What follows belongs to an exercise in optimizing a design on an open flow for a short achievable clock period and few clock cycles; a production flow would make more cautious choices. The RTL was checked by simulation tests, not by an equivalence proof against the original design. Power figures rest on the tool's default switching activity, not on a simulated workload.

## flow/run.sh

```bash
#!/bin/bash
# synth_recipe.tcl (not shown) runs the flow's synth.tcl, then flattens the netlist and writes it again
# the make line also repeats each setting of config.mk as NAME=value (left out here)
make -C /OpenROAD-flow-scripts/flow DESIGN_CONFIG=/design/flow/config.mk WORK_HOME=/design/flow/orfs CLKGATE_MAP_FILE= SYNTH_SCRIPT=/design/flow/synth_recipe.tcl finish
```

## flow/config.mk

```make
export PLATFORM = sky130hd
export DESIGN_NAME = tinyCore
export DESIGN_NICKNAME = tinyCore
export VERILOG_FILES = /design/flow/design.v
export SDC_FILE = /design/flow/constraint.sdc
export NUM_CORES = 4
export LEC_CHECK = 0
export CAP_MARGIN = 20
export CORE_MARGIN = 2
export CORE_UTILIZATION = 30
export SLEW_MARGIN = 20
```

## flow/constraint.sdc

```tcl
create_clock -name core_clock -period 16.0 [get_ports {clk}]
set_input_delay 3.2000 -clock core_clock [delete_from_list [all_inputs] [get_ports {clk}]]
set_output_delay 3.2000 -clock core_clock [all_outputs]
set_load 0.01 [all_outputs]
```

## flow/design.v

```verilog
`timescale 1ns/1ps
package coreTypes;
    typedef logic [31:0] wordT;         
    typedef logic [3:0]  regIndexT;     
    localparam regIndexT pcIndex = 4'd15;   
    localparam logic [3:0] opOr     = 4'd0;
    localparam logic [3:0] opAnd    = 4'd1;
    localparam logic [3:0] opAdd    = 4'd2;
    localparam logic [3:0] opMul    = 4'd3;
    localparam logic [3:0] opShl    = 4'd5;
    localparam logic [3:0] opLt     = 4'd6;
    localparam logic [3:0] opEq     = 4'd7;
    localparam logic [3:0] opGt     = 4'd8;
    localparam logic [3:0] opAndNot = 4'd9;
    localparam logic [3:0] opXor    = 4'd10;
    localparam logic [3:0] opSub    = 4'd11;
    localparam logic [3:0] opXnor   = 4'd12;
    localparam logic [3:0] opShr    = 4'd13;
    localparam logic [3:0] opNe     = 4'd14;
endpackage
`timescale 1ns/1ps
`timescale 1ns/1ps
module regFile (
    input  logic        clk,
    input  logic [3:0]  readX,
    input  logic [3:0]  readY,
    input  logic [3:0]  readZ,
    output logic [31:0] valueX,
    output logic [31:0] valueY,
    output logic [31:0] valueZ,
    input  logic        writeEn,
    input  logic [3:0]  writeIdx,
    input  logic [31:0] writeData
);
    logic [31:0] store [1:14];
    assign valueX = (readX == 4'd0 || readX == 4'd15) ? 32'd0 : store[readX];
    assign valueY = (readY == 4'd0 || readY == 4'd15) ? 32'd0 : store[readY];
    assign valueZ = (readZ == 4'd0 || readZ == 4'd15) ? 32'd0 : store[readZ];
    always_ff @(posedge clk) begin
        if (writeEn && writeIdx != 4'd0 && writeIdx != 4'd15) begin
            store[writeIdx] <= writeData;
        end
    end
endmodule
`timescale 1ns/1ps
module aluExec (
    input  logic [31:0] x,
    input  logic [31:0] b,
    input  logic [31:0] ad,
    input  logic        isAdd,
    input  logic        isSub,
    input  logic        isCmp,
    input  logic [3:0]  op,
    output logic [31:0] result
);
    logic [31:0] logicVal;
    logic [31:0] inA;
    logic [31:0] inB;
    logic [31:0] csaS;
    logic [32:0] csaC;
    logic [31:0] sum;
    logic        lt;
    logic        gt;
    logic        eq;
    logic        flag;
    logic [31:0] cmpVal;
    always_comb begin
        case (op)
            coreTypes::opOr:     logicVal = x | b;
            coreTypes::opAnd:    logicVal = x & b;
            coreTypes::opAndNot: logicVal = x & ~b;
            coreTypes::opXor:    logicVal = x ^ b;
            coreTypes::opXnor:   logicVal = ~(x ^ b);
            default:             logicVal = 32'd0;
        endcase
    end
    assign inA  = (isAdd | isSub) ? x : logicVal;
    assign inB  = isAdd ? b : isSub ? ~b : 32'd0;
    assign csaS = inA ^ inB ^ ad;
    assign csaC = {(inA & inB) | (inA & ad) | (inB & ad), isSub};
    assign sum  = csaS + csaC[31:0];
    assign lt   = $signed(x) < $signed(b);
    assign gt   = $signed(x) > $signed(b);
    assign eq   = (x == b);
    always_comb begin
        case (op)
            coreTypes::opLt: flag = lt;
            coreTypes::opGt: flag = gt;
            coreTypes::opEq: flag = eq;
            default:         flag = ~eq;
        endcase
    end
    assign cmpVal = flag ? ad - 32'd1 : ad;
    assign result = isCmp ? cmpVal : sum;
endmodule
module aluSlow (
    input  logic [31:0] x,
    input  logic [31:0] b,
    input  logic        isMul,
    input  logic        isShl,
    output logic [31:0] partial
);
    logic big;
    assign big = |b[31:5];
    always_comb begin
        if (isMul)      partial = x * b;
        else if (big)   partial = 32'd0;
        else if (isShl) partial = x << b[4:0];
        else            partial = x >> b[4:0];
    end
endmodule
`timescale 1ns/1ps
`timescale 1ns/1ps
module tinyCore (
    input  logic        clk,
    input  logic        reset_n,
    input  logic        halt,
    input  logic        trap,
    output logic [31:0] iAddr,
    input  logic [31:0] iData,
    output logic [31:0] dAddr,
    input  logic [31:0] dIn,
    output logic [31:0] dOut,
    output logic        memRw,
    output logic        strobe
);
    localparam logic [31:0] RESET_VECTOR   = 32'h0000_0000;
    localparam logic [31:0] VECTOR_BASE    = 32'h0000_0040;
    localparam logic [31:0] TRAMP_BOTTOM   = 32'h0000_00c8;
    localparam logic [31:0] TRAP_SAVE_ADDR = 32'h0000_0060;
    logic        running;
    logic [31:0] pcF;
    logic        eValid;
    logic [31:0] eX, eB, eAd, eS;
    logic [31:0] ePc1;
    logic        eFwdX, eFwdB, eFwdAd, eFwdS;
    logic [3:0]  eOp;
    logic        eIsAdd, eIsSub, eIsCmp, eIsMul, eIsShl, eSlow;
    logic        eLoad, eStore, eJump, eThrow, eTrap, eWrites;
    logic [3:0]  eDest;
    logic        mValid;
    logic [31:0] mR, mPart, mAd, mStoreData;
    logic        mSlow, mLoad, mStore, mJump, mThrow, mTrap, mWrites;
    logic [3:0]  mDest;
    logic [31:0] r2;
    logic [31:0] mVal;
    logic        mHold;
    logic        redirectM;
    logic [31:0] targetM;
    assign r2   = mPart + mAd;
    assign mVal = mLoad ? dIn : mSlow ? r2 : mR;
    assign mHold     = mValid & ((mSlow & (mLoad | mStore)) | mThrow);
    assign redirectM = mValid & ((mJump & (mLoad | mSlow) & ~(mSlow & mLoad)) | mThrow);
    assign targetM   = mThrow ? dIn : mVal;
    assign dAddr  = mR;
    assign dOut   = mStoreData;
    assign memRw  = mValid & mStore & ~mSlow;
    assign strobe = mValid & ~mSlow & (mStore | mLoad | mThrow);
    logic [31:0] x, b, ad;
    logic [31:0] fastR;
    logic [31:0] slowPart;
    logic        taken;
    logic        redirectE;
    logic [31:0] targetE;
    assign x  = eFwdX  ? mR : eX;
    assign b  = eFwdB  ? mR : eB;
    assign ad = eFwdAd ? mR : eAd;
    aluExec uAlu (
        .x      (x),
        .b      (b),
        .ad     (ad),
        .isAdd  (eIsAdd),
        .isSub  (eIsSub),
        .isCmp  (eIsCmp),
        .op     (eOp),
        .result (fastR)
    );
    aluSlow uSlow (
        .x       (x),
        .b       (b),
        .isMul   (eIsMul),
        .isShl   (eIsShl),
        .partial (slowPart)
    );
    assign taken     = eJump & ~eLoad & ~eSlow & (fastR != ePc1);
    assign redirectE = eValid & (taken | eTrap);
    assign targetE   = eTrap ? TRAMP_BOTTOM : fastR;
    logic [31:0] ins;
    logic        dT, dK, dS, dD;
    logic [3:0]  dDest, dX, dY, dOp;
    logic [31:0] dImm;
    logic        dThrow;
    logic [31:0] pcF1;
    logic [31:0] rfX, rfY, rfZ;
    logic [31:0] vX, vY, vZ;
    logic        prodX, prodY, prodZ;
    logic        hazard;
    logic        blockIrq;
    logic        haltTake, trapTake;
    logic        dAccept;
    logic        rfWrite;
    assign ins    = iData;
    assign dT     = ins[31];
    assign dK     = ins[30];
    assign dS     = ins[29];
    assign dD     = ins[28];
    assign dDest  = ins[27:24];
    assign dX     = ins[23:20];
    assign dY     = ins[19:16];
    assign dOp    = ins[15:12];
    assign dImm   = {{20{ins[11]}}, ins[11:0]};
    assign dThrow = dT & dK;
    assign pcF1   = pcF + 32'd1;
    assign rfWrite = reset_n & mValid & ~mHold & mWrites;
    regFile uRegs (
        .clk       (clk),
        .readX     (dX),
        .readY     (dY),
        .readZ     (dDest),
        .valueX    (rfX),
        .valueY    (rfY),
        .valueZ    (rfZ),
        .writeEn   (rfWrite),
        .writeIdx  (mDest),
        .writeData (mVal)
    );
    function automatic logic [31:0] readVal(input logic [3:0] r, input logic [31:0] rf,
                                            input logic [31:0] pc1, input logic mV,
                                            input logic mW, input logic [3:0] mD,
                                            input logic [31:0] mv);
        if (r == 4'd15)                     readVal = pc1;
        else if (r == 4'd0)                 readVal = 32'd0;
        else if (mV && mW && mD == r)       readVal = mv;
        else                                readVal = rf;
    endfunction
    assign vX = readVal(dX,    rfX, pcF1, mValid, mWrites, mDest, mVal);
    assign vY = readVal(dY,    rfY, pcF1, mValid, mWrites, mDest, mVal);
    assign vZ = readVal(dDest, rfZ, pcF1, mValid, mWrites, mDest, mVal);
    assign prodX = eValid & eWrites & (eDest == dX);
    assign prodY = eValid & eWrites & (eDest == dY);
    assign prodZ = eValid & eWrites & (eDest == dDest);
    assign hazard = ~dThrow & eValid & (eLoad | eSlow) & (prodX | prodY);
    assign blockIrq = redirectE | redirectM | (eValid & (eJump | eThrow | eTrap)) | (mValid & mTrap);
    assign haltTake = running & halt & ~blockIrq;
    assign trapTake = running & ~halt & trap & ~blockIrq;
    assign dAccept = running & ~mHold & ~redirectE & ~redirectM & ~haltTake & (trapTake | ~hazard);
    assign iAddr = pcF;
    always_ff @(posedge clk) begin
        if (!reset_n) begin
            running <= 1'b1;
            pcF     <= RESET_VECTOR;
            eValid  <= 1'b0;
            mValid  <= 1'b0;
        end else begin
            if (!running || haltTake) begin
                pcF <= RESET_VECTOR;
            end else if (redirectM) begin
                pcF <= targetM;
            end else if (redirectE) begin
                pcF <= targetE;
            end else if (dAccept && !trapTake) begin
                pcF <= pcF1;
            end
            if (haltTake) running <= 1'b0;
            else if (!running && !halt) running <= 1'b1;
            if (!mHold) begin
                mValid <= eValid & ~redirectM;
            end else if (mThrow) begin
                mValid <= 1'b1;
            end
            if (redirectM) begin
                eValid <= 1'b0;
            end else if (!mHold) begin
                eValid <= dAccept;
            end
        end
    end
    always_ff @(posedge clk) begin
        if (!mHold) begin
            mR         <= fastR;
            mPart      <= slowPart;
            mAd        <= ad;
            mStoreData <= eFwdS ? mVal : eS;
            mSlow      <= eSlow;
            mLoad      <= eLoad;
            mStore     <= eStore;
            mJump      <= eJump;
            mThrow     <= eThrow;
            mTrap      <= eTrap;
            mWrites    <= eWrites;
            mDest      <= eDest;
        end else if (mThrow) begin
            mR     <= TRAP_SAVE_ADDR;
            mThrow <= 1'b0;
            mStore <= 1'b1;
        end else begin
            mR    <= r2;
            mSlow <= 1'b0;
        end
    end
    always_ff @(posedge clk) begin
        if (!mHold) begin
            ePc1   <= pcF1;
            eDest  <= dDest;
            eS     <= (trapTake | dThrow) ? pcF : vZ;
            eFwdS  <= ~trapTake & ~dThrow & prodZ;
            if (trapTake) begin
                eX      <= 32'd0;
                eB      <= TRAP_SAVE_ADDR;
                eAd     <= 32'd0;
                eFwdX   <= 1'b0;
                eFwdB   <= 1'b0;
                eFwdAd  <= 1'b0;
                eOp     <= coreTypes::opOr;
                eIsAdd  <= 1'b0;
                eIsSub  <= 1'b0;
                eIsCmp  <= 1'b0;
                eIsMul  <= 1'b0;
                eIsShl  <= 1'b0;
                eSlow   <= 1'b0;
                eLoad   <= 1'b0;
                eStore  <= 1'b1;
                eJump   <= 1'b0;
                eThrow  <= 1'b0;
                eTrap   <= 1'b1;
                eWrites <= 1'b0;
            end else if (dThrow) begin
                eX      <= 32'd0;
                eB      <= VECTOR_BASE | {27'd0, ins[4:0]};
                eAd     <= 32'd0;
                eFwdX   <= 1'b0;
                eFwdB   <= 1'b0;
                eFwdAd  <= 1'b0;
                eOp     <= coreTypes::opOr;
                eIsAdd  <= 1'b0;
                eIsSub  <= 1'b0;
                eIsCmp  <= 1'b0;
                eIsMul  <= 1'b0;
                eIsShl  <= 1'b0;
                eSlow   <= 1'b0;
                eLoad   <= 1'b0;
                eStore  <= 1'b0;
                eJump   <= 1'b0;
                eThrow  <= 1'b1;
                eTrap   <= 1'b0;
                eWrites <= 1'b0;
            end else begin
                eX      <= vX;
                eB      <= dK ? dImm : vY;
                eAd     <= dK ? vY : dImm;
                eFwdX   <= prodX;
                eFwdB   <= ~dK & prodY;
                eFwdAd  <= dK & prodY;
                eOp     <= dOp;
                eIsAdd  <= dOp == coreTypes::opAdd;
                eIsSub  <= dOp == coreTypes::opSub;
                eIsCmp  <= dOp == coreTypes::opLt || dOp == coreTypes::opGt ||
                           dOp == coreTypes::opEq || dOp == coreTypes::opNe;
                eIsMul  <= dOp == coreTypes::opMul;
                eIsShl  <= dOp == coreTypes::opShl;
                eSlow   <= dOp == coreTypes::opMul || dOp == coreTypes::opShl ||
                           dOp == coreTypes::opShr;
                eLoad   <= ~dS & dD;
                eStore  <= dS;
                eJump   <= ~dS & (dDest == 4'd15);
                eThrow  <= 1'b0;
                eTrap   <= 1'b0;
                eWrites <= ~dS & (dDest != 4'd15) & (dDest != 4'd0);
            end
        end
    end
endmodule
```

==> results of run 1 <==
-- final cells by class --
class | count | share of cell area [%]
clock buffer | 117 | 2.98
timing repair buffer | 367 | 3.98
inverter | 749 | 3.51
multi-input combinational | 5225 | 54.6
sequential | 806 | 29.3
tap | 3167 | 4.93
clock inverter | 44 | 0.650
antenna | 9 | 0.0280
-- synthesized netlist by cell type (all sizes together) (22+ instances only) --
| master | number | area share [%] |
|---|---|---|
| ha | 268 | 4.7 |
| mux4 | 250 | 7.8 |
| mux2i | 356 | 5.1 |
| or2 | 24 | 0.21 |
| a31oi | 40 | 0.36 |
| clkinv | 26 | 0.14 |
| a211oi | 156 | 1.6 |
| o21ai | 400 | 2.8 |
| mux2 | 122 | 1.9 |
| o211ai | 80 | 0.85 |
| nand2b | 28 | 0.24 |
| buf | 120 | 0.76 |
| a21oi | 470 | 3.3 |
| inv | 723 | 3.8 |
| nor2 | 670 | 3.5 |
| or3 | 22 | 0.19 |
| a22oi | 68 | 0.71 |
| xor2 | 63 | 0.77 |
| dfxtp | 68 | 1.9 |
| and3 | 32 | 0.28 |
| nand4 | 38 | 0.38 |
| nor3 | 69 | 0.51 |
| o22ai | 102 | 0.89 |
| xnor2 | 207 | 2.5 |
| nand3 | 117 | 0.81 |
| nor4 | 44 | 0.47 |
| fa | 441 | 12 |
| and2 | 25 | 0.22 |
| a21o | 31 | 0.32 |
| edfxtp | 738 | 31 |
| clkbuf | 373 | 1.9 |
| nand2 | 804 | 4.2 |
-- registers in the layout (all words and copies together) (netlist names), 4 cells and up --
register	cells
mR	32
eX	32
eAd	32
pcF	32
mDest	4
eB	32
ePc1	32
mAd	32
eOp	4
mStoreData	32
eDest	4
eS	32
mPart	32
uRegs.store	448
-- worst paths after layout --
path | start | end | depth (start not counted)
setup / recovery | eFwdB | eB[7] | 25
hold reg to reg | eLoad | mLoad | 0
hold / removal | eLoad | mLoad | 0
setup reg to reg | eFwdB | eB[7] | 25
-- kinds of logic after synthesis --
logic type,share of synthesized area [%]
compound gates,13.5
xor+xnor,3.48
fa+ha+maj,16.9
buf+inv,6.62
flops,32.7
mux,14.8
simple gates,11.9
-- routing by layer --
layer	part of all wire (%)	vias up	track usage [%]	wire length [um]
li1	-	25800	-	-
met1	39	30700	31.8	117000
met2	46	3821	39.1	140000
met3	10	713	4.68	30600
met4	5.4	8	11.0	16500
met5	0.020	-	0	60
-- power by group --
| part | switching [W] | leakage (nW) | total (W) | internal, W |
|---|---|---|---|---|
| sequential | 0.000268 | 7.92 | 0.00293 | 0.00266 |
| clock | 0.000940 | 1.42 | 0.00210 | 0.00116 |
| combinational | 0.00680 | 22.4 | 0.0111 | 0.00432 |
| total | 0.00800 | 31.8 | 0.0161 | 0.00814 |
-- metrics by stage --
stage / total power [W] / hold WS, ps / cells
floorplan: 0.0104 / 424 / 7273
global placement: 0.0138 / 440 / 10300
detailed placement: 0.0138 / 451 / 10300
CTS: 0.0160 / 455 / 10500
global route: 0.0175 / 473 / 10500
finish: 0.0161 / 464 / 10500
==> summary.txt, run 1 <==
Outcome
The flow ran to the end and the layout has no timing, DRC or antenna violations.

Place
Summing all placed instances gives a cell area of 77400 um^2. Timing analysis after detailed placement gives a worst setup slack of 6190 ps. The number of buffers inserted by port buffering is 165. The congestion estimate from routability-driven global placement came to 1.03. The HPWL after detailed placement is 224000 um.

Logic synthesis
In this run the cell area of the synthesized design comes to 71900 um^2. Synthesis inferred 806 register bits. The number of nets handed over by synthesis was 8050.

The portion of the post-synthesis area used by sequential elements is 32.7%. The count of unique library cells instantiated by Yosys is 112. Among all flip-flop cells after synthesis, the most frequent one is sky130_fd_sc_hd__edfxtp_1. The average instance in the mapped netlist occupies 9.89 um^2. After technology mapping, the gate count stands at 7273.

The Yosys warning count is 4. The fraction of registers with async set or reset after synthesis is 0%. Counting flops with a built-in enable in the synthesized netlist gives 738.

Clock network
For this design, the sink count on the clock tree is 806. Post-CTS repair changed the size of 0 cells. The number of buffers inserted to repair setup after CTS is 0. TritonCTS built the clock tree. For this design, the CTS-stage hold fixing added 0 buffers. The root buffer cell chosen for the clock tree is sky130_fd_sc_hd__clkbuf_16. CTS built an H-tree with a depth of 3. Clock-pin slew was measured on the worst setup and hold paths at 60 ps.

The deepest clock path buffer count is 3. The clock reaches the later pin of the worst-skew pair after 740 ps. The clock buffer count from CTS is 88.

Timing
On the final layout, the worst clock skew is 71.4 ps. The count of final hold-check violations was 0. The achievable clock frequency is 101 MHz.

The count of pins over their slew limit was 0. The fraction of the cycle the final worst path needs is 62.1%. The total negative slack for setup checks is 0 ps. After layout, the worst setup slack is 6070 ps. The final critical path time including I/O delays and setup is 9930 ps.

The number of setup violations in the final report is 0. For the pin with the worst max-slew slack, the measured transition is 1190 ps. Setup repair after global routing left no endpoint under its margin. The worst pin sits at a relative slew slack of 20.2%.

Detailed routing
The sum of routed wire length over all layers is 305000 um. In this run the remaining antenna-violating nets after routing total 0. After detailed routing, the average wire length per cell comes to 29.1 um. The first routing iteration left 8423 violations. The number of design rule violations left after detail routing is 0. After detailed routing, the number of vias per cell comes to 5.81.

The total vias in the final route is 61000. The first detailed-routing pass ran for 7 iterations.

Run
Max-cap violations in this run came to 0.

Global routing
Across every metal layer, demand over resource in global routing totals 24.4%. The number of global-route vias before repair came to 59300. The first global-routing pass estimated 434000 um of wire.

The sum of overflow across all layers after global routing is 0. The pin count of the biggest net entering global routing is 139. The number of antenna violations at the first check in global routing was 9.

Floorplan
The area of the die is 244000 um^2. After floorplanning, the core was divided into 179 placement rows. During I/O placement, the number of pins put on the boundary was 166. The initial core utilization is 30.2%. From left edge to right edge, the die measures 494 um. The core region is 238000 um^2. The die is 494 um tall.

Layout
Cells fill 33.7% of the core in the end. The count of filler cells inserted in the layout is 24000. The area of all placed cells without fillers is 80300 um^2. From synthesis to final layout, the design area changed by 11.7%.

The fraction of layout cells with a size suffix above 1 is 11.5%. Leaving out fill and tap cells, the most frequent cells in the layout are 803 x sky130_fd_sc_hd__nand2_1, 738 x sky130_fd_sc_hd__edfxtp_1, 711 x sky130_fd_sc_hd__inv_1, 654 x sky130_fd_sc_hd__nor2_1, 467 x sky130_fd_sc_hd__a21oi_1. Summing all multi-input logic gate instances after layout gives 43900 um^2. After the last flow step, the layout net total stands at 8014.

The area used by sequential logic in the layout is 23500 um^2. Leaving out fill and tap cells, the most frequent cell in the layout is sky130_fd_sc_hd__nand2_1.

Worst setup path
The worst setup path is launched from a flop. Across all register-to-register paths, the minimum setup slack is 6070 ps. Counting stages on the worst path, the most repeated cell is sky130_fd_sc_hd__buf_4.

The kind of cell adding the most delay to the critical path is simple AND/OR/NAND/NOR gates. The critical path's largest stage delay is 880 ps. In this run the worst path has a maximum fanout of 70. The critical path is of the flop to flop type. The critical path contains buffers and inverters numbering 5 combined. Data on the critical path arrives at its endpoint at 10330 ps. The element type at the critical path end is a flop. Data on the critical path is required at its endpoint by 16400 ps.

The largest individual stage delay along the critical path comes from the cell sky130_fd_sc_hd__and4_1.

Worst hold path
The class of the most critical hold timing path is flop to flop.

Power
The leakage power summed over all cells is 31.8 nW. The worst IR drop on VDD is 0.665 mV. The cell area power density is 201 nW/um^2.
Testbench counts, summed over its fixed seeds: cycles 78,438.
==> run 2, diff against run 1 <==
--- a/flow/config.mk
+++ b/flow/config.mk
@@ -5,7 +5,8 @@
 export SDC_FILE = /design/flow/constraint.sdc
 export NUM_CORES = 4
 export LEC_CHECK = 0
+export ABC_CLOCK_PERIOD_IN_PS = 3000
 export CAP_MARGIN = 20
 export CORE_MARGIN = 2
-export CORE_UTILIZATION = 30
+export CORE_UTILIZATION = 50
 export SLEW_MARGIN = 20
==> summary.txt, run 2 <==
Detailed routing
For this run, the detailed router's first-pass iteration total came to 6. The total vias in the final route is 60900. The residual antenna-violating net count after detailed routing is 0. Dividing the detail-routed wire length by the instance count gives 33.0 um. The number of design rule violations left after detail routing is 0. After detailed routing, the number of vias per cell comes to 6.61. Summed over all layers, the routed wires come to 304000 um. For this block, the initial DRC count from the detailed router was 7560.

Logic synthesis
Sorting the synthesized cells by area gives the leading types as sky130_fd_sc_hd__edfxtp_1 31%, sky130_fd_sc_hd__fa_1 12%, sky130_fd_sc_hd__mux4_2 7.8%, sky130_fd_sc_hd__mux2i_1 4.7%, sky130_fd_sc_hd__ha_1 4.7%. The top-area cell type share of the netlist area is 30.8%. The net count after synthesis is 8050. The most frequent cell after synthesis is sky130_fd_sc_hd__nand2_1.

The gate count after technology mapping is 7273. After synthesis the cells add up to 71900 um^2. The fraction of registers with async set or reset after synthesis is 0%. The synthesized netlist contains 112 unique library cells. The synthesized design contains 806 register bits. The portion of the post-synthesis area used by sequential elements is 32.7%. Ranked by instance count, the synthesized netlist is headed by 804 x sky130_fd_sc_hd__nand2_1, 738 x sky130_fd_sc_hd__edfxtp_1, 713 x sky130_fd_sc_hd__inv_1, 668 x sky130_fd_sc_hd__nor2_1, 468 x sky130_fd_sc_hd__a21oi_1. The cell type with the largest total area after synthesis is sky130_fd_sc_hd__edfxtp_1.

Yosys printed 4 warnings. The synthesized area per cell is 9.89 um^2. The dominant synthesized flop cell is sky130_fd_sc_hd__edfxtp_1. The synthesized design contains 738 enable-type register cells.

Layout
The register with the most flip-flops in the layout has 448 of them. From synthesis to final layout, the design area changed by 9.43%. The number of nets in the final layout is 8007. The largest register by flop count is uRegs.store. Measured on the finished design, the core utilization comes to 55.0%.

Leaving out fill and tap cells, the most frequent cells in the layout are 802 x sky130_fd_sc_hd__nand2_1, 738 x sky130_fd_sc_hd__edfxtp_1, 709 x sky130_fd_sc_hd__inv_1, 654 x sky130_fd_sc_hd__nor2_1, 467 x sky130_fd_sc_hd__a21oi_1. The most common cell after layout, fill and taps aside is sky130_fd_sc_hd__nand2_1. The count of filler cells inserted in the layout is 12600.

Cells with a size suffix above 1 make up 11.4% of the layout.

Clock network
The clock buffer count from CTS is 88. Counting along the longest clock path gives a buffer depth of 3. The CTS tree is yes. The latest clock arrival within the worst-skew pair is 730 ps.

The quantity of hold-fixing buffers added after cts is 0. The number of buffers inserted to repair setup after CTS is 0. The clock sink total is 806. The clock tree root buffer cell is sky130_fd_sc_hd__clkbuf_16.

The level count of the clock H-tree is 3. In this run, post-CTS repair resized a total of 0 instances. The clock transition time at the flip-flop clock pins of the worst setup and hold paths is 60 ps.

Run
Max-cap violations in this run came to 0.

Worst setup path
The cell that appears most often on the critical path is sky130_fd_sc_hd__buf_4. Data arrives at the worst endpoint at 10300 ps. The critical path's largest stage delay is 890 ps. The highest net fanout along the worst path is 47. The type of the setup path with the least slack is flop to flop.

The kind of cell adding the most delay to the critical path is simple AND/OR/NAND/NOR gates. The critical path starts at eOp[3]. At the worst endpoint, the required time is 16420 ps. The element type at the critical path end is a flop.

The origin of the critical flop-to-flop path is eOp[3]. Among all stages on the critical path, the largest delay is contributed by sky130_fd_sc_hd__edfxtp_1. The number of buffer and inverter stages on the critical path is 6.

The worst setup path is launched from a flop.

Timing
The achievable clock frequency is 101 MHz. The count of final hold-check violations is 0. The count of pins over their slew limit came to 0. The final worst-path setup slack is 6130 ps. Adding up every negative setup slack in the final design gives 0 ps. The final critical path time including I/O delays and setup is 9870 ps. The worst slack on hold paths is 495 ps.

For the pin with the worst max-slew slack, the measured transition is 1270 ps. In this run the tightest slew margin relative to its limit is 15.0%. Of the available clock period, the critical path in the final layout requires 61.7%. The worst setup skew after layout is 44.8 ps.

Setup repair after global routing left no endpoint under its margin. The number of setup violations in the final report is 0.

Power
Dividing total power by cell area gives a power density of 215 nW/um^2. In this run the static leakage power is 31.7 nW. Across the VDD grid, the largest voltage drop is 0.727 mV.

Floorplan
During I/O placement, the number of pins put on the boundary was 166. The count of standard-cell rows is 139. Once the floorplan was initialized, standard cells occupied 50.2% of the core. The floorplan step defined a core boundary enclosing 143000 um^2.

The area of the die is 147000 um^2. The height of the die is 383 um. In this run the horizontal extent of the chip is 383 um.

Global routing
The global-route wire length before repair is 432000 um. The number of global-route vias before repair is 58900. The number of antenna violations at the first check in global routing is 12.

The sum of overflow across all layers after global routing is 0. The pin count of the biggest net entering global routing is 131. The total track usage is 41.1%.

Place
The HPWL after detailed placement is 223000 um. The congestion estimate from routability-driven global placement came to 1.07. The worst setup slack after placement is 6330 ps. In this run the tool buffered the top-level ports with 165 buffer cells.

Worst hold path
The startpoint identified for the worst hold timing path is eWrites. The tightest min-delay check is of the flop to flop type.

Outcome
The run finished with no timing, DRC or antenna violations.
[run 2: cell count changes in the layout (fill, tap and decap cells not counted), moves of 4 or more]
cell	before	now
sky130_fd_sc_hd__diode_2	9	1
sky130_fd_sc_hd__mux2i_2	14	19
sky130_fd_sc_hd__clkinv_2	19	11
sky130_fd_sc_hd__clkbuf_1	22	12
sky130_fd_sc_hd__buf_4	201	196
sky130_fd_sc_hd__mux2i_1	332	325
sky130_fd_sc_hd__clkinv_1	32	50
sky130_fd_sc_hd__clkbuf_8	9	3
sky130_fd_sc_hd__clkinvlp_4	2	7
sky130_fd_sc_hd__bufinv_16	6	10
[run 2: worst paths after layout]
kind             end  slack, ps  depth (start not counted)
max           eIsCmp       6130                         28
min reg2reg  mWrites        490                          0
max reg2reg   eIsCmp       6130                         28
min          mWrites        490                          0
[run 2: worst register-to-register path, delay by kind of cell (launching register included)]
kind | cells | cell delay [ps]
compound gates | 11 | 2380
fa+ha+maj | 2 | 880
buf+inv | 6 | 2140
flops | 1 | 890
simple gates | 9 | 3290
[run 2: kinds of logic after synthesis]
kind of cell | count (synthesis) | synth area share, %
simple gates | 1954 | 11.9
compound gates | 1558 | 13.5
buf+inv | 1242 | 6.62
flops | 806 | 32.7
mux | 728 | 14.8
fa+ha+maj | 709 | 16.9
xor+xnor | 276 | 3.48
[run 2: power breakdown]
| group | switching, W | total, W | internal (W) |
|---|---|---|---|
| Sequential | 0.000276 | 0.00294 | 0.00266 |
| Clock | 0.000933 | 0.00211 | 0.00118 |
| Combinational | 0.00745 | 0.0119 | 0.00440 |
[run 2: area by class of cell]
type / count / area (um^2) / share of cell area (%)
Tap cell: 1903 / 2380 / 3.03
Multi-Input combinational cell: 5225 / 43900 / 55.8
Clock buffer: 100 / 2250 / 2.86
Sequential cell: 806 / 23500 / 29.9
Clock inverter: 63 / 664 / 0.844
Inverter: 749 / 2820 / 3.58
Timing Repair Buffer: 360 / 3130 / 3.98
Antenna cell: 1 / 2.50 / 0.00318
[run 2: routing by layer]
metal | routed length (um) | track usage, % | share of wire [%] | vias up
met3 | 30700 | 8.25 | 10 | 825
met5 | 123 | 0 | 0.040 | -
met4 | 19700 | 23.0 | 6.5 | 16
met1 | 115000 | 53.5 | 38 | 30500
li1 | - | - | - | 25800
met2 | 138000 | 64.2 | 45 | 3802
[run 2: per-stage QoR]
stage	area, um^2	std cells	power (W)
global placement	75800	9042	0.0145
finish	78700	9207	0.0169
global route	78700	9206	0.0179
detailed placement	75800	9043	0.0146
floorplan	71900	7273	0.0104
CTS	78700	9206	0.0168
==> run 3, diff against run 2 <==
--- a/flow/design.v
+++ b/flow/design.v
@@ -51,19 +51,26 @@
     input  logic        isSub,
     input  logic        isCmp,
     input  logic [3:0]  op,
-    output logic [31:0] result
+    input  logic [31:0] pc1,
+    input  logic [31:0] pc2,
+    output logic [31:0] result,
+    output logic        differs
 );
     logic [31:0] logicVal;
     logic [31:0] inA;
     logic [31:0] inB;
     logic [31:0] csaS;
-    logic [32:0] csaC;
+    logic [31:0] csaC;
+    logic [31:0] csaM;
     logic [31:0] sum;
     logic        lt;
     logic        gt;
     logic        eq;
     logic        flag;
     logic [31:0] cmpVal;
+    logic [31:0] need;       
+    logic [31:0] carryOut;   
+    logic        sumIsPc1;
     always_comb begin
         case (op)
             coreTypes::opOr:     logicVal = x | b;
@@ -77,8 +84,9 @@
     assign inA  = (isAdd | isSub) ? x : logicVal;
     assign inB  = isAdd ? b : isSub ? ~b : 32'd0;
     assign csaS = inA ^ inB ^ ad;
-    assign csaC = {(inA & inB) | (inA & ad) | (inB & ad), isSub};
-    assign sum  = csaS + csaC[31:0];
+    assign csaM = (inA & inB) | (inA & ad) | (inB & ad);
+    assign csaC = {csaM[30:0], isSub};
+    assign sum  = csaS + csaC;
     assign lt   = $signed(x) < $signed(b);
     assign gt   = $signed(x) > $signed(b);
     assign eq   = (x == b);
@@ -92,22 +100,91 @@
     end
     assign cmpVal = flag ? ad - 32'd1 : ad;
     assign result = isCmp ? cmpVal : sum;
+    assign need     = csaS ^ csaC ^ pc1;
+    assign carryOut = ((csaS ^ csaC) & ~pc1) | (csaS & csaC);
+    assign sumIsPc1 = (need[0] == 1'b0) && (need[31:1] == carryOut[30:0]);
+    assign differs = isCmp ? (flag ? (ad != pc2) : (ad != pc1)) : ~sumIsPc1;
+endmodule
+module csaLevel #(
+    parameter int N = 3
+) (
+    input  logic [N*32-1:0]                  in,
+    output logic [(2*(N/3)+(N%3))*32-1:0]    out
+);
+    genvar g;
+    generate
+        for (g = 0; g < N / 3; g = g + 1) begin : grp
+            logic [31:0] a;
+            logic [31:0] b;
+            logic [31:0] c;
+            assign a = in[(3*g)*32 +: 32];
+            assign b = in[(3*g+1)*32 +: 32];
+            assign c = in[(3*g+2)*32 +: 32];
+            assign out[(2*g)*32 +: 32]   = a ^ b ^ c;
+            logic [31:0] m;
+            assign m = (a & b) | (a & c) | (b & c);
+            assign out[(2*g+1)*32 +: 32] = {m[30:0], 1'b0};
+        end
+        for (g = 0; g < N % 3; g = g + 1) begin : pass
+            assign out[(2*(N/3)+g)*32 +: 32] = in[(3*(N/3)+g)*32 +: 32];
+        end
+    endgenerate
 endmodule
 module aluSlow (
     input  logic [31:0] x,
     input  logic [31:0] b,
     input  logic        isMul,
     input  logic        isShl,
-    output logic [31:0] partial
+    output logic [31:0] partS,
+    output logic [31:0] partC
 );
-    logic big;
+    logic        big;
+    logic [31:0] shifted;
+    logic [17*32-1:0] rows;
+    logic [12*32-1:0] l1;
+    logic [8*32-1:0]  l2;
+    logic [6*32-1:0]  l3;
+    logic [4*32-1:0]  l4;
+    logic [3*32-1:0]  l5;
+    logic [2*32-1:0]  l6;
+    logic [31:0]      corr;
     assign big = |b[31:5];
     always_comb begin
-        if (isMul)      partial = x * b;
-        else if (big)   partial = 32'd0;
-        else if (isShl) partial = x << b[4:0];
-        else            partial = x >> b[4:0];
+        if (big)        shifted = 32'd0;
+        else if (isShl) shifted = x << b[4:0];
+        else            shifted = x >> b[4:0];
     end
+    genvar i;
+    generate
+        for (i = 0; i < 16; i = i + 1) begin : booth
+            logic        hi, mid, lo;
+            logic        one, two, neg;
+            logic [31:0] v;
+            assign hi  = b[2*i+1];
+            assign mid = b[2*i];
+            if (i == 0) begin : first
+                assign lo = 1'b0;
+            end else begin : rest
+                assign lo = b[2*i-1];
+            end
+            assign one = mid ^ lo;
+            assign two = (hi & ~mid & ~lo) | (~hi & mid & lo);
+            assign neg = hi & ~(mid & lo);
+            assign v   = one ? x : two ? {x[30:0], 1'b0} : 32'd0;
+            assign rows[i*32 +: 32] = (neg ? ~v : v) << (2 * i);
+            assign corr[2*i]   = neg;
+            assign corr[2*i+1] = 1'b0;
+        end
+    endgenerate
+    assign rows[16*32 +: 32] = corr;
+    csaLevel #(.N(17)) uL1 (.in(rows), .out(l1));
+    csaLevel #(.N(12)) uL2 (.in(l1),   .out(l2));
+    csaLevel #(.N(8))  uL3 (.in(l2),   .out(l3));
+    csaLevel #(.N(6))  uL4 (.in(l3),   .out(l4));
+    csaLevel #(.N(4))  uL5 (.in(l4),   .out(l5));
+    csaLevel #(.N(3))  uL6 (.in(l5),   .out(l6));
+    assign partS = isMul ? l6[31:0]  : shifted;
+    assign partC = isMul ? l6[63:32] : 32'd0;
 endmodule
 `timescale 1ns/1ps
 `timescale 1ns/1ps
@@ -132,14 +209,14 @@
     logic [31:0] pcF;
     logic        eValid;
     logic [31:0] eX, eB, eAd, eS;
-    logic [31:0] ePc1;
+    logic [31:0] ePc1, ePc2;
     logic        eFwdX, eFwdB, eFwdAd, eFwdS;
     logic [3:0]  eOp;
     logic        eIsAdd, eIsSub, eIsCmp, eIsMul, eIsShl, eSlow;
     logic        eLoad, eStore, eJump, eThrow, eTrap, eWrites;
     logic [3:0]  eDest;
     logic        mValid;
-    logic [31:0] mR, mPart, mAd, mStoreData;
+    logic [31:0] mR, mPartS, mPartC, mAd, mStoreData;
     logic        mSlow, mLoad, mStore, mJump, mThrow, mTrap, mWrites;
     logic [3:0]  mDest;
     logic [31:0] r2;
@@ -147,7 +224,7 @@
     logic        mHold;
     logic        redirectM;
     logic [31:0] targetM;
-    assign r2   = mPart + mAd;
+    assign r2   = mPartS + mPartC + mAd;
     assign mVal = mLoad ? dIn : mSlow ? r2 : mR;
     assign mHold     = mValid & ((mSlow & (mLoad | mStore)) | mThrow);
     assign redirectM = mValid & ((mJump & (mLoad | mSlow) & ~(mSlow & mLoad)) | mThrow);
@@ -158,7 +235,8 @@
     assign strobe = mValid & ~mSlow & (mStore | mLoad | mThrow);
     logic [31:0] x, b, ad;
     logic [31:0] fastR;
-    logic [31:0] slowPart;
+    logic [31:0] slowS, slowC;
+    logic        differs;
     logic        taken;
     logic        redirectE;
     logic [31:0] targetE;
@@ -173,16 +251,20 @@
         .isSub  (eIsSub),
         .isCmp  (eIsCmp),
         .op     (eOp),
-        .result (fastR)
+        .pc1    (ePc1),
+        .pc2    (ePc2),
+        .result (fastR),
+        .differs(differs)
     );
     aluSlow uSlow (
         .x       (x),
         .b       (b),
         .isMul   (eIsMul),
         .isShl   (eIsShl),
-        .partial (slowPart)
+        .partS   (slowS),
+        .partC   (slowC)
     );
-    assign taken     = eJump & ~eLoad & ~eSlow & (fastR != ePc1);
+    assign taken     = eJump & ~eLoad & ~eSlow & differs;
     assign redirectE = eValid & (taken | eTrap);
     assign targetE   = eTrap ? TRAMP_BOTTOM : fastR;
     logic [31:0] ins;
@@ -240,7 +322,8 @@
     assign prodY = eValid & eWrites & (eDest == dY);
     assign prodZ = eValid & eWrites & (eDest == dDest);
     assign hazard = ~dThrow & eValid & (eLoad | eSlow) & (prodX | prodY);
-    assign blockIrq = redirectE | redirectM | (eValid & (eJump | eThrow | eTrap)) | (mValid & mTrap);
+    assign blockIrq = (eValid & (eJump | eThrow | eTrap)) |
+                      (mValid & ((mJump & (mLoad | mSlow)) | mThrow | mTrap));
     assign haltTake = running & halt & ~blockIrq;
     assign trapTake = running & ~halt & trap & ~blockIrq;
     assign dAccept = running & ~mHold & ~redirectE & ~redirectM & ~haltTake & (trapTake | ~hazard);
@@ -278,7 +361,8 @@
     always_ff @(posedge clk) begin
         if (!mHold) begin
             mR         <= fastR;
-            mPart      <= slowPart;
+            mPartS     <= slowS;
+            mPartC     <= slowC;
             mAd        <= ad;
             mStoreData <= eFwdS ? mVal : eS;
             mSlow      <= eSlow;
@@ -301,6 +385,7 @@
     always_ff @(posedge clk) begin
         if (!mHold) begin
             ePc1   <= pcF1;
+            ePc2   <= pcF + 32'd2;
             eDest  <= dDest;
             eS     <= (trapTake | dThrow) ? pcF : vZ;
             eFwdS  <= ~trapTake & ~dThrow & prodZ;
==> flow/flow/run.sh (new file) <==
#!/bin/bash
# The standard layout, with timing repair aimed below the clock period
# (a setup margin), so that the achieved period shrinks.
set -uo pipefail
bash standard.sh SETUP_SLACK_MARGIN=12 finish > layout.log 2>&1
==> flow/standard.sh (new file) <==
#!/bin/bash
# synth_recipe.tcl (not shown) runs the flow's synth.tcl, then flattens the netlist and writes it again
# the make line also repeats each setting of config.mk as NAME=value (left out here)
make -C /OpenROAD-flow-scripts/flow DESIGN_CONFIG=/design/flow/config.mk WORK_HOME=/design/flow/orfs CLKGATE_MAP_FILE= SYNTH_SCRIPT=/design/flow/synth_recipe.tcl "${@:-finish}"
--- a/flow/config.mk
+++ b/flow/config.mk
@@ -5,8 +5,7 @@
 export SDC_FILE = /design/flow/constraint.sdc
 export NUM_CORES = 4
 export LEC_CHECK = 0
-export ABC_CLOCK_PERIOD_IN_PS = 3000
 export CAP_MARGIN = 20
 export CORE_MARGIN = 2
-export CORE_UTILIZATION = 50
+export CORE_UTILIZATION = 30
 export SLEW_MARGIN = 20
removed: flow/run.sh
==> summary.txt, run 3 <==
Timing
The worst path meets setup with 9820 ps of slack. The final critical path time including I/O delays and setup is 6180 ps. On the final layout, the worst hold slack is 469 ps. The worst pin sits at a relative slew slack of 13.7%. The total negative slack for setup checks is 0 ps. Between clock sinks in the finished design, the worst skew comes to 89.2 ps. Setup violations remaining at the end of the flow were counted as 0. The achievable clock frequency is 162 MHz. Of the available clock period, the critical path in the final layout requires 38.6%.

The count of final hold-check violations is 0. The count of pins over their slew limit is 0. Setup repair after global routing could not meet its margin everywhere. For the pin with the worst max-slew slack, the measured transition is 1290 ps.

Global routing
The number of antenna violations at the first check in global routing is 33. The pin count of the biggest net entering global routing is 94. The sum of overflow across all layers after global routing is 0.

The number of global-route vias before repair is 64900. The first global-routing pass estimated 512000 um of wire. The total track usage is 30.6%.

Logic synthesis
The flip-flop and latch count after synthesis is 865. The synthesized netlist devotes 12.6% of its cell area to adder and majority cells. The Yosys warning count is 4. After synthesis, the netlist uses 91 different library cells. Counting every net in the synthesized netlist gives 7252.

By count the netlist is led by 797 x sky130_fd_sc_hd__edfxtp_1, 505 x sky130_fd_sc_hd__nor2_1, 480 x sky130_fd_sc_hd__nand2_1, 434 x sky130_fd_sc_hd__o21ai_0, 418 x sky130_fd_sc_hd__clkbuf_1. The share of cell area taken by muxes after synthesis is 14.2%. The share of the synthesized netlist area taken by xor and xnor gates is 6.35%. After synthesis, the cell types taking the most area are sky130_fd_sc_hd__edfxtp_1 34%, sky130_fd_sc_hd__fa_1 8.3%, sky130_fd_sc_hd__mux4_2 7.8%, sky130_fd_sc_hd__mux2i_1 4.7%, sky130_fd_sc_hd__xnor2_1 4.4%. The synthesized design spends more area on one cell type than any other, namely sky130_fd_sc_hd__edfxtp_1.

By area, the combinational part of the netlist is dominated by compound AO/OA/AOI/OAI gates. The synthesized area is 69400 um^2. The portion of the post-synthesis area used by sequential elements is 36.5%. The fraction of registers with async set or reset after synthesis is 0%.

The share of synthesized area in the top cell type comes to 34.5%. Counting flops with a built-in enable in the synthesized netlist gives 797. For this run, the leading register cell type out of synthesis is sky130_fd_sc_hd__edfxtp_1. Summing the areas of all compound-gate instances in the mapped netlist gives 16.3% of the synthesized area. The synthesized netlist devotes 8.95% of its cell area to simple gates. The synthesized area per cell is 10.4 um^2. Synthesis handed over a netlist of 6659 instances. Yosys instantiated no cell more often than sky130_fd_sc_hd__edfxtp_1.

Power
The power share of the combinational group is 71.2%. The internal power of the cells totals 0.0105 W. The proportion of power drawn by flip-flops and latches is 16.3%. The cell area power density is 194 nW/um^2. The leakage power summed over all cells is 38.1 nW.

The switching power of the nets is 0.00892 W. VDD sags by at most 0.528 mV. The relative contribution of the clock network to total power is 12.4%.

The net switching share of the total power is 45.9%.

Detailed routing
The residual antenna-violating net count after detailed routing is 0. The number of iterations in the first detailed-routing pass is 9. In this run, the number of DRC markers left after iteration 0 of detailed routing was 11300.

The sum of routed wire length over all layers is 388000 um. The final route contains 68600 vias. The number of vias per cell is 6.40. After detailed routing, the number of remaining DRC violations is 0.

The average routed wire per standard cell is 36.2 um.

Floorplan
The standard cell core area is 230000 um^2. The boundary pin count is 166. The count of standard-cell rows is 176. The initial core utilization is 30.2%.

The height of the die is 485 um. The die covers 235000 um^2. The die extent in x is 485 um.

Worst setup path
The number of buffer and inverter stages on the critical path is 11. The type of the setup path with the least slack is flop to flop. The signal arrival time at the worst endpoint is 6860 ps.

The critical path's largest stage delay is 520 ps. On the critical path, the stage with the largest delay is an instance of sky130_fd_sc_hd__or4_4. For the worst setup path, the data required time is 16680 ps.

The element type at the critical path end is a flop. The highest net fanout along the worst path is 7. The startpoint kind of the worst setup timing path is a flop. The critical path crosses 26 cells after its start point. Measured in cells, the most critical reg-to-reg path has a length of 26. The cell family contributing the most delay on the critical path is simple AND/OR/NAND/NOR gates. The most numerous cell type found on the critical path is sky130_fd_sc_hd__buf_4. The setup slack of the most critical reg-to-reg path is 9820 ps.

Layout
The number of flip-flops under the largest register name is 448. uRegs.store holds more flip-flops than any other register. Counting the fill cells in the layout gives 20800. Measured on the finished design, the core utilization comes to 43.4%. The net count of the finished layout is 8193. In the final layout, the share of cells above drive strength 1 is 37.9%. Leaving out fill and tap cells, the most frequent cells in the layout are 797 x sky130_fd_sc_hd__edfxtp_1, 571 x sky130_fd_sc_hd__buf_4, 442 x sky130_fd_sc_hd__nor2_1, 439 x sky130_fd_sc_hd__nand2_1, 317 x sky130_fd_sc_hd__inv_1.

The most common cell after layout, fill and taps aside is sky130_fd_sc_hd__edfxtp_1. Relative to the synthesized area, the layout overhead comes to 43.9%.

Run
The number of violations of the max-capacitance limit is 0.

Clock network
The level count of the clock H-tree is 3. The clock transition time at the flip-flop clock pins of the worst setup and hold paths is 70 ps. The CTS tree is yes. The clock buffer count from CTS is 97.

The clock tree root buffer cell is sky130_fd_sc_hd__clkbuf_16. Counting every sink on the clock net gives 865. No sink is reached through more buffers than the 3 on the longest clock path. The latest clock arrival within the worst-skew pair is 800 ps.

Place
At the placement stage, the worst setup path has a slack of 8060 ps. The count of buffers added on input and output ports is 165. The wire-length estimate of the detail-placed layout is 220000 um.

The final weighted congestion of routability-driven global placement is 1.03.

Outcome
The flow ran to the end and the layout has no timing, DRC or antenna violations.

Worst hold path
Along the worst hold path, the cell count comes to 1. The path class of the tightest hold or removal check is flop to flop.
## run 3: cell types whose count changed after synthesis, moves of 45 or more
| cell | before | now |
|---|---|---|
| sky130_fd_sc_hd__nand2_1 | 804 | 480 |
| sky130_fd_sc_hd__clkbuf_1 | 373 | 418 |
| sky130_fd_sc_hd__inv_1 | 713 | 404 |
| sky130_fd_sc_hd__o21ai_0 | 362 | 434 |
| sky130_fd_sc_hd__a22oi_1 | 68 | 295 |
| sky130_fd_sc_hd__edfxtp_1 | 738 | 797 |
| sky130_fd_sc_hd__xnor2_1 | 207 | 350 |
| sky130_fd_sc_hd__a21oi_1 | 468 | 387 |
| sky130_fd_sc_hd__fa_1 | 441 | 289 |
| sky130_fd_sc_hd__nor2_1 | 668 | 505 |
| sky130_fd_sc_hd__xor2_1 | 63 | 153 |
## run 3: repair_timing
item | CTS | global route
pin swaps | 334 | 302
cloned | 150 | 34
setup buffers | 625 | 215
endpoints found under the hold margin | 0 | 0
endpoints found under the setup margin | 1231 | 1058
hold buffers | 0 | 0
gates resized for setup | 2104 | 601
## run 3: power by group through the flow
stage	clock network (W)	registers (W)	logic (W)
2_1_floorplan	0	0.00303	0.00703
3_3_place_gp	0	0.00323	0.0102
3_5_place_dp	0	0.00322	0.0104
4_1_cts	0.00240	0.00314	0.0124
5_1_grt	0.00249	0.00316	0.0150
6_report	0.00242	0.00317	0.0138
## run 3: cell type report
class,instances,area [um^2],area share (%)
antenna,17,42.5,0.0426
clock buffer,123,2630,2.63
clock inverter,54,672,0.673
inverter,413,1810,1.81
multi-input combinational,4871,47300,47.4
sequential,865,25500,25.6
tap,3026,3790,3.79
timing repair buffer,1348,18000,18.0
timing repair inverter,4,50.0,0.0501
## run 3: final timing paths
path	from	end
min reg2reg	eThrow	mThrow
max reg2reg	eFwdB	pcF[22]
min	eThrow	mThrow
max	eFwdB	pcF[22]
## run 3: routing by layer
metal	share of wire, %	global-route usage (%)	up-vias	wire length [um]
met4	12	25.7	24	45400
met5	0.041	0	-	158
met1	32	35.2	33600	125000
met3	14	10.1	2079	54300
li1	-	-	26600	-
met2	42	46.0	6261	164000
## run 3: stage by stage
step           cells  total power, W  cell area (um^2)
2_1_floorplan   6659          0.0101             71600
3_3_place_gp    9503          0.0135             75200
3_5_place_dp    9503          0.0136             75200
4_1_cts        10500          0.0180             94400
5_1_grt        10700          0.0206             99800
6_report       10700          0.0194             99800
## run 3: logic make-up (layout without fill, tap and decap cells)
kind of cell               Yosys count  in the layout
buffers and inverters              937           1942
adders and majority gates          525            525
other                                0             17
DFF                                865            865
and+or+nand+nor                   1396           1401
xor gates and xnor gates           503            503
AOI/OAI and AO/OA                 1761           1766
muxes                              672            676
Testbench counts of run 3, summed over its fixed seeds: cycles 78,438.
==> run 4, diff against run 3 <==
==> flow/flow/run.sh (replaced) <==
#!/bin/bash
# The standard layout, with timing repair aimed below the clock period
# (a setup margin), so that the achieved period shrinks.
set -uo pipefail
bash standard.sh SETUP_SLACK_MARGIN=11 finish > layout.log 2>&1
==> summary.txt, run 4 <==
Outcome
The flow ran to the end and the layout has no timing, DRC or antenna violations.

Layout
The count of filler cells inserted in the layout is 22100. The top cell types in the final layout, fill and taps aside, are 797 x sky130_fd_sc_hd__edfxtp_1, 469 x sky130_fd_sc_hd__nand2_1, 457 x sky130_fd_sc_hd__nor2_1, 348 x sky130_fd_sc_hd__buf_4, 327 x sky130_fd_sc_hd__inv_1. The count of non-filler cells in the finished layout is 10200. For this run, the post-layout net count is 7626. Once layout is complete, the utilization of the core stands at 38.6%. From synthesis to final layout, the design area changed by 27.9%. Ranked by flip-flop count, first place goes to uRegs.store. The most common cell after layout, fill and taps aside is sky130_fd_sc_hd__edfxtp_1. The fraction of layout cells with a size suffix above 1 is 27.0%. The register with the most flip-flops in the layout has 448 of them.

Worst setup path
Counting cells, the worst reg-to-reg path comes to 26. The critical path in this run is classified as flop to flop. The required time of the worst setup path is 16660 ps.

The startpoint kind of the worst setup timing path is a flop. The signal arrival time at the worst endpoint is 6830 ps. The highest net fanout along the worst path is 7.

The element type at the critical path end is a flop.

Logic synthesis
By instance count, the leading cell after synthesis is sky130_fd_sc_hd__edfxtp_1. The fraction of registers with async set or reset after synthesis is 0%. Among all flip-flop cells after synthesis, the most frequent one is sky130_fd_sc_hd__edfxtp_1.

Yosys printed 4 warnings. The mapped netlist covers 69400 um^2. Counting flops and latches in the post-synthesis netlist gives 865.

The number of enable flip-flop cells after synthesis is 797. The portion of the post-synthesis area used by sequential elements is 36.5%. Ranked by instance count, the synthesized netlist is headed by 797 x sky130_fd_sc_hd__edfxtp_1, 505 x sky130_fd_sc_hd__nor2_1, 480 x sky130_fd_sc_hd__nand2_1, 434 x sky130_fd_sc_hd__o21ai_0, 418 x sky130_fd_sc_hd__clkbuf_1. The count of unique library cells instantiated by Yosys is 91. The cell count after synthesis came out at 6659. The net count after synthesis is 7252. The cell type with the largest total area after synthesis is sky130_fd_sc_hd__edfxtp_1. Sorting the synthesized cells by area gives the leading types as sky130_fd_sc_hd__edfxtp_1 34%, sky130_fd_sc_hd__fa_1 8.3%, sky130_fd_sc_hd__mux4_2 7.8%, sky130_fd_sc_hd__mux2i_1 4.7%, sky130_fd_sc_hd__xnor2_1 4.4%.

The synthesized area per cell is 10.4 um^2. After synthesis, the largest area contributor takes up 34.5% of total cell area.

Power
The post-route total power is 0.0184 W. The worst IR drop on VDD is 0.550 mV. The leakage power summed over all cells is 33.2 nW. The cell area power density is 207 nW/um^2.

Global routing
The sum of overflow across all layers after global routing is 0. Entering global routing, the biggest net connects 124 pins. The number of global-route vias before repair was 59800.

The number of antenna violations at the first check in global routing is 29. Across every metal layer, demand over resource in global routing totals 27.6%. The global-route wire length before repair is 466000 um.

Floorplan
The total area inside the core boundary comes to 230000 um^2. The initial core utilization is 30.2%. The floorplan has 176 rows.

The height of the die is 485 um. The area of the die is 235000 um^2. The boundary pin count is 166. The die is 485 um wide.

Run
The number of violations of the max-capacitance limit is 0.

Clock network
The deepest clock path buffer count is 3. The latest clock arrival within the worst-skew pair is 780 ps. The clock sink total is 865. The clock tree root buffer cell is sky130_fd_sc_hd__clkbuf_16. Clock-pin slew was measured on the worst setup and hold paths at 70 ps. Buffers inserted during clock tree synthesis total 97.

In this run the number of H-tree levels came out at 3. The CTS tree is yes.

Detailed routing
The final layout contains routed wiring with a total length of 339000 um. The average routed wire per standard cell is 33.4 um. The first TritonRoute pass finished after 8 iterations.

For this run, design rule violations remaining after detail routing come to 0. The total vias in the final route is 62800. The number of vias per cell is 6.18. The residual antenna-violating net count after detailed routing is 0. In this run, the number of DRC markers left after iteration 0 of detailed routing was 9490.

Timing
The count of final hold-check violations is 0. Measured against its own limit, the worst slew margin works out to 25.6%. The slew at the pin closest to its max-slew limit is 1120 ps. Setup repair after global routing could not meet its margin everywhere. Setup violations remaining at the end of the flow were counted as 0. The count of pins over their slew limit was 0.

Hold timing on the final database bottoms out at a slack of 447 ps. Timing would allow up to 162 MHz. For the finished layout, the period the worst path requires is 6170 ps. Summed over all failing endpoints, the final setup total negative slack is 0 ps. The fraction of the cycle the final worst path needs is 38.6%. The worst setup skew after layout is 59.9 ps.

Place
Once placement completed, the tool counted placed cells totaling 9506. The HPWL after detailed placement is 223000 um. The final weighted congestion of routability-driven global placement is 1.03. The number of buffers inserted by port buffering is 165.

Worst hold path
The instance count along the most critical hold path is 0. The class of the most critical hold timing path is flop to flop.
-- run 4: cell count changes in the layout (fill, tap and decap cells not counted), moves of 35 or more --
| cell | change |
|---|---|
| sky130_fd_sc_hd__a211oi_1 | +66 |
| sky130_fd_sc_hd__o21ai_2 | -41 |
| sky130_fd_sc_hd__buf_4 | -223 |
| sky130_fd_sc_hd__buf_6 | -147 |
| sky130_fd_sc_hd__buf_12 | -101 |
| sky130_fd_sc_hd__mux2_4 | -54 |
| sky130_fd_sc_hd__buf_8 | -35 |
| sky130_fd_sc_hd__dfxtp_4 | -35 |
| sky130_fd_sc_hd__o21ai_0 | +83 |
| sky130_fd_sc_hd__clkdlybuf4s50_1 | +54 |
| sky130_fd_sc_hd__mux2_2 | +54 |
| sky130_fd_sc_hd__a211oi_2 | -59 |
| sky130_fd_sc_hd__buf_16 | -80 |
-- run 4: kinds of logic after synthesis --
| logic type | count (synthesis) | synth area share [%] |
|---|---|---|
| AOI/OAI and AO/OA | 1761 | 16.3 |
| xor gates and xnor gates | 503 | 6.35 |
| adders and majority gates | 525 | 12.6 |
| buffers and inverters | 937 | 5.09 |
| DFF | 865 | 36.5 |
| muxes | 672 | 14.2 |
| and+or+nand+nor | 1396 | 8.95 |
-- run 4: per-layer routing --
| metal | global-route usage (%) | vias to the layer above | wire length (um) |
|---|---|---|---|
| met5 | 0 | - | 123 |
| met4 | 20.1 | 18 | 31700 |
| met3 | 7.84 | 1229 | 41300 |
| met2 | 41.8 | 4837 | 148000 |
| met1 | 33.4 | 31300 | 119000 |
| li1 | - | 25400 | - |
-- run 4: path summary, 6_finish.rpt --
path            from       to  slack, ps
min          eWrites  mWrites        450
max reg2reg    eFwdB  pcF[25]       9830
max            eFwdB  pcF[25]       9830
min reg2reg  eWrites  mWrites        450
-- run 4: power by group --
group	internal, W	leakage [nW]	switching [W]
Sequential	0.00288	8.66	0.000281
Clock	0.00133	1.61	0.00106
Combinational	0.00570	22.9	0.00714
Total	0.00991	33.2	0.00848
-- run 4: layout make-up --
class	count	area [um^2]	share of cell area, %
antenna	17	42.5	0.0480
inverter	413	1640	1.85
tap	3026	3790	4.27
clock buffer	113	2540	2.86
clock inverter	67	792	0.893
timing repair buffer	787	9430	10.6
multi-input combinational	4869	45100	50.8
sequential	865	25400	28.6
-- run 4: worst max-delay path, cell delays in order (launching register included) --
cell and delay [ps]:
sky130_fd_sc_hd__edfxtp_1 450, sky130_fd_sc_hd__buf_12 190, sky130_fd_sc_hd__buf_6 130, sky130_fd_sc_hd__mux2i_4 220, sky130_fd_sc_hd__buf_6 160, sky130_fd_sc_hd__buf_6 100, sky130_fd_sc_hd__buf_4 120, sky130_fd_sc_hd__buf_6 110
sky130_fd_sc_hd__buf_6 120, sky130_fd_sc_hd__ha_4 280, sky130_fd_sc_hd__o22ai_4 70, sky130_fd_sc_hd__a21oi_2 150, sky130_fd_sc_hd__nor2_1 70, sky130_fd_sc_hd__a21oi_2 120, sky130_fd_sc_hd__fa_2 480, sky130_fd_sc_hd__fa_1 510
sky130_fd_sc_hd__a221o_1 410, sky130_fd_sc_hd__a2111oi_4 220, sky130_fd_sc_hd__nand4_1 260, sky130_fd_sc_hd__nor4_4 410, sky130_fd_sc_hd__a21oi_2 130, sky130_fd_sc_hd__buf_4 180, sky130_fd_sc_hd__nand4_1 240, sky130_fd_sc_hd__buf_6 170
sky130_fd_sc_hd__a21o_4 310, sky130_fd_sc_hd__o32ai_2 140, sky130_fd_sc_hd__o221a_4 260
-- run 4: per-stage QoR --
step           setup WS [ps]  area [um^2]
2_1_floorplan          10030        70500
3_3_place_gp            8310        74700
3_5_place_dp            8310        74700
4_1_cts                10040        86400
5_1_grt                 9770        88700
6_report                9830        88700
-- run 4: timing repair --
| action | CTS | global route |
|---|---|---|
| hold endpoints to repair | 0 | 0 |
| endpoints found under the setup margin | 921 | 363 |
| resized for setup | 1044 | 342 |
| setup buffers | 311 | 70 |
| hold buffers | 0 | 0 |
| cloned | 63 | 10 |
| pin swaps | 220 | 174 |
==> run 5, diff against run 4 <==
--- a/flow/design.v
+++ b/flow/design.v
@@ -210,7 +210,7 @@
     logic        eValid;
     logic [31:0] eX, eB, eAd, eS;
     logic [31:0] ePc1, ePc2;
-    logic        eFwdX, eFwdB, eFwdAd, eFwdS;
+    logic        eFwdS;
     logic [3:0]  eOp;
     logic        eIsAdd, eIsSub, eIsCmp, eIsMul, eIsShl, eSlow;
     logic        eLoad, eStore, eJump, eThrow, eTrap, eWrites;
@@ -240,9 +240,9 @@
     logic        taken;
     logic        redirectE;
     logic [31:0] targetE;
-    assign x  = eFwdX  ? mR : eX;
-    assign b  = eFwdB  ? mR : eB;
-    assign ad = eFwdAd ? mR : eAd;
+    assign x  = eX;
+    assign b  = eB;
+    assign ad = eAd;
     aluExec uAlu (
         .x      (x),
         .b      (b),
@@ -278,6 +278,8 @@
     logic        prodX, prodY, prodZ;
     logic        hazard;
     logic        blockIrq;
+    logic        haltQ, trapQ, savedQ;
+    logic        eLate;
     logic        haltTake, trapTake;
     logic        dAccept;
     logic        rfWrite;
@@ -321,14 +323,20 @@
     assign prodX = eValid & eWrites & (eDest == dX);
     assign prodY = eValid & eWrites & (eDest == dY);
     assign prodZ = eValid & eWrites & (eDest == dDest);
+    assign eLate  = eLoad | eSlow;
     assign hazard = ~dThrow & eValid & (eLoad | eSlow) & (prodX | prodY);
-    assign blockIrq = (eValid & (eJump | eThrow | eTrap)) |
+    assign blockIrq = savedQ | (eValid & (eJump | eThrow | eTrap)) |
                       (mValid & ((mJump & (mLoad | mSlow)) | mThrow | mTrap));
-    assign haltTake = running & halt & ~blockIrq;
-    assign trapTake = running & ~halt & trap & ~blockIrq;
+    assign haltTake = running & haltQ & ~blockIrq;
+    assign trapTake = running & ~haltQ & trapQ & ~blockIrq;
     assign dAccept = running & ~mHold & ~redirectE & ~redirectM & ~haltTake & (trapTake | ~hazard);
     assign iAddr = pcF;
     always_ff @(posedge clk) begin
+        haltQ  <= halt;
+        trapQ  <= trap;
+        savedQ <= reset_n & mValid & mTrap;
+    end
+    always_ff @(posedge clk) begin
         if (!reset_n) begin
             running <= 1'b1;
             pcF     <= RESET_VECTOR;
@@ -345,7 +353,7 @@
                 pcF <= pcF1;
             end
             if (haltTake) running <= 1'b0;
-            else if (!running && !halt) running <= 1'b1;
+            else if (!running && !haltQ) running <= 1'b1;
             if (!mHold) begin
                 mValid <= eValid & ~redirectM;
             end else if (mThrow) begin
@@ -387,15 +395,12 @@
             ePc1   <= pcF1;
             ePc2   <= pcF + 32'd2;
             eDest  <= dDest;
-            eS     <= (trapTake | dThrow) ? pcF : vZ;
-            eFwdS  <= ~trapTake & ~dThrow & prodZ;
+            eS     <= (trapTake | dThrow) ? pcF : (prodZ & ~eLate) ? fastR : vZ;
+            eFwdS  <= ~trapTake & ~dThrow & prodZ & eLate;
             if (trapTake) begin
                 eX      <= 32'd0;
                 eB      <= TRAP_SAVE_ADDR;
                 eAd     <= 32'd0;
-                eFwdX   <= 1'b0;
-                eFwdB   <= 1'b0;
-                eFwdAd  <= 1'b0;
                 eOp     <= coreTypes::opOr;
                 eIsAdd  <= 1'b0;
                 eIsSub  <= 1'b0;
@@ -413,9 +418,6 @@
                 eX      <= 32'd0;
                 eB      <= VECTOR_BASE | {27'd0, ins[4:0]};
                 eAd     <= 32'd0;
-                eFwdX   <= 1'b0;
-                eFwdB   <= 1'b0;
-                eFwdAd  <= 1'b0;
                 eOp     <= coreTypes::opOr;
                 eIsAdd  <= 1'b0;
                 eIsSub  <= 1'b0;
@@ -430,12 +432,9 @@
                 eTrap   <= 1'b0;
                 eWrites <= 1'b0;
             end else begin
-                eX      <= vX;
-                eB      <= dK ? dImm : vY;
-                eAd     <= dK ? vY : dImm;
-                eFwdX   <= prodX;
-                eFwdB   <= ~dK & prodY;
-                eFwdAd  <= dK & prodY;
+                eX      <= prodX ? fastR : vX;
+                eB      <= dK ? dImm : prodY ? fastR : vY;
+                eAd     <= dK ? (prodY ? fastR : vY) : dImm;
                 eOp     <= dOp;
                 eIsAdd  <= dOp == coreTypes::opAdd;
                 eIsSub  <= dOp == coreTypes::opSub;
==> summary.txt, run 5 <==
Timing
The achievable clock frequency is 176 MHz.

Outcome
The run finished with no timing, DRC or antenna violations.

Place
During placement, the flow inserted port buffers numbering 165.

Clock network
The clock passes through at most 3 buffers. For the worst-skew pair, the clock arrives at the later sink with an insertion delay of 780 ps. CTS saw 865 sinks.

Worst setup path
The origin of the critical flop-to-flop path is eB[1].

Global routing
The global-route wire length before repair is 468000 um.

Detailed routing
Dividing the detail-routed via count by the number of cells gives 6.19. The number of design rule violations left after detail routing is 0.

Floorplan
The die is 488 um wide.

Logic synthesis
The share of synthesized cell area in and, or, nand and nor gates is 9.62%. Among all flip-flop cells after synthesis, the most frequent one is sky130_fd_sc_hd__edfxtp_1. The synthesized netlist devotes 12.4% of its cell area to adder and majority cells.

The net count after synthesis is 7318. After synthesis, the largest family of logic cells by area is compound AO/OA/AOI/OAI gates. The share of the synthesized netlist area taken by xor and xnor gates is 6.80%.

Layout
The area growth from synthesis to layout is 30.2%. Of the cells placed in the final design, the portion with a size suffix greater than 1 is 28.8%.

Power
The leakage power summed over all cells is 34.6 nW.

Worst hold path
The min-delay analysis places its worst path in the category flop to flop. The worst hold path begins at haltQ. The sink of the worst hold path is running.
-- run 5: through the flow --
stage,utilization (%),cells,setup WS (ps),hold slack [ps],total power [W]
2_1_floorplan,-,6725,10460,395,0.00913
3_3_place_gp,32.5,9552,8500,434,0.0128
3_5_place_dp,32.5,9552,8460,438,0.0128
4_1_cts,37.8,10100,10380,410,0.0174
5_1_grt,39.3,10300,10230,425,0.0198
6_report,39.3,10300,10330,404,0.0186
-- run 5: critical path, cell delays in order (launching register included) --
cell                         delay (ps)
sky130_fd_sc_hd__edfxtp_1           520
sky130_fd_sc_hd__clkinvlp_4         200
sky130_fd_sc_hd__buf_12             170
sky130_fd_sc_hd__nor3_4             200
sky130_fd_sc_hd__a21oi_4             50
sky130_fd_sc_hd__nor2_4             120
sky130_fd_sc_hd__buf_12             140
sky130_fd_sc_hd__buf_12             120
sky130_fd_sc_hd__buf_16             140
sky130_fd_sc_hd__buf_6              120
sky130_fd_sc_hd__a22oi_2             70
sky130_fd_sc_hd__xnor2_2            160
sky130_fd_sc_hd__fa_2               550
sky130_fd_sc_hd__inv_2               40
sky130_fd_sc_hd__fa_2               530
sky130_fd_sc_hd__fa_2               460
sky130_fd_sc_hd__fa_2               540
sky130_fd_sc_hd__inv_2               40
sky130_fd_sc_hd__fa_2               530
sky130_fd_sc_hd__fa_2               430
sky130_fd_sc_hd__a22o_1             280
-- run 5: worst max-delay path by stage --
| stage | startpoint | end | slack [ps] | depth (start not counted) |
|---|---|---|---|---|
| detailed placement | iData[21] | eX[27] | 8460 | 8 |
| CTS | eB[1] | mPartS[31] | 10380 | 21 |
| global route | eOp[3] | eS[31] | 10230 | 28 |
| finish | eB[1] | mPartS[27] | 10330 | 20 |
| floorplan | reset_n | uRegs.store[9][0] | 10460 | 4 |
| global placement | iData[21] | eX[27] | 8500 | 8 |
-- run 5: final cells by class --
| class | count | area share, % |
|---|---|---|
| timing repair buffer | 877 | 11.7 |
| sequential | 865 | 27.8 |
| clock buffer | 122 | 2.84 |
| antenna | 18 | 0.0493 |
| tap | 3043 | 4.17 |
| inverter | 419 | 1.87 |
| clock inverter | 62 | 0.738 |
| multi-input combinational | 4907 | 50.8 |
| timing repair inverter | 2 | 0.0192 |
-- run 5: what timing repair did --
item / in CTS / in global routing
endpoints found under the setup margin: 831 / 375
setup buffers: 329 / 137
pin swaps: 224 / 235
gates resized for setup: 1002 / 454
gates cloned: 81 / 14
-- run 5: logic make-up (layout without fill, tap and decap cells) --
group | Yosys count | after routing
buffers and inverters | 960 | 1482
AND/OR/NAND/NOR | 1488 | 1490
adder cells (fa/ha/maj) | 525 | 525
AO/OA/AOI/OAI | 1651 | 1656
XOR/XNOR | 545 | 545
multiplexers | 691 | 691
other | 0 | 18
flip-flops | 865 | 865
-- run 5: routing by layer --
metal  share of wire [%]  wire length [um]  GRT usage (%)
met5               0.021                71              0
met4                 9.1             31200           19.9
met3                  11             39200           6.99
met2                  44            151000           42.0
met1                  35            121000           33.4
-- run 5: report_power, final --
part           internal, W  leakage (nW)  switching [W]
combinational      0.00591          24.3        0.00722
sequential         0.00288          8.66       0.000283
clock              0.00131          1.59        0.00103
total               0.0101          34.6        0.00854
Testbench counts of run 5, summed over its fixed seeds: cycles 78,438.

[afterwards: timing with drivers on the ports]
In the flow no input, the clock included, has a driving cell. The finished layouts below were timed again as built, in two steps. Step 1, drivers: a clkbuf_16 drives clk and a buf_2 each remaining input, both assumed. Step 2 times the ports against the registers' clock, not the clock port: input delays grow and output delays shrink by t, the midpoint of the rising clock arrivals with the driver on. Slacks: ideal / step 1 / step 2; pairs: ideal / step 1.
| run | t, ns | setup slack, ns |
|---|---|---|
| run 1 | 0.790 | 6.068 / 6.068 / 6.068 |
| run 2 | 0.790 | 6.126 / 6.126 / 6.126 |
| run 3 | 0.840 | 9.824 / 9.824 / 9.559 |
| run 4 | 0.829 | 9.828 / 9.828 / 9.698 |
| run 5 | 0.834 | 10.328 / 10.328 / 9.744 |
After both steps every run listed still meets setup and hold.
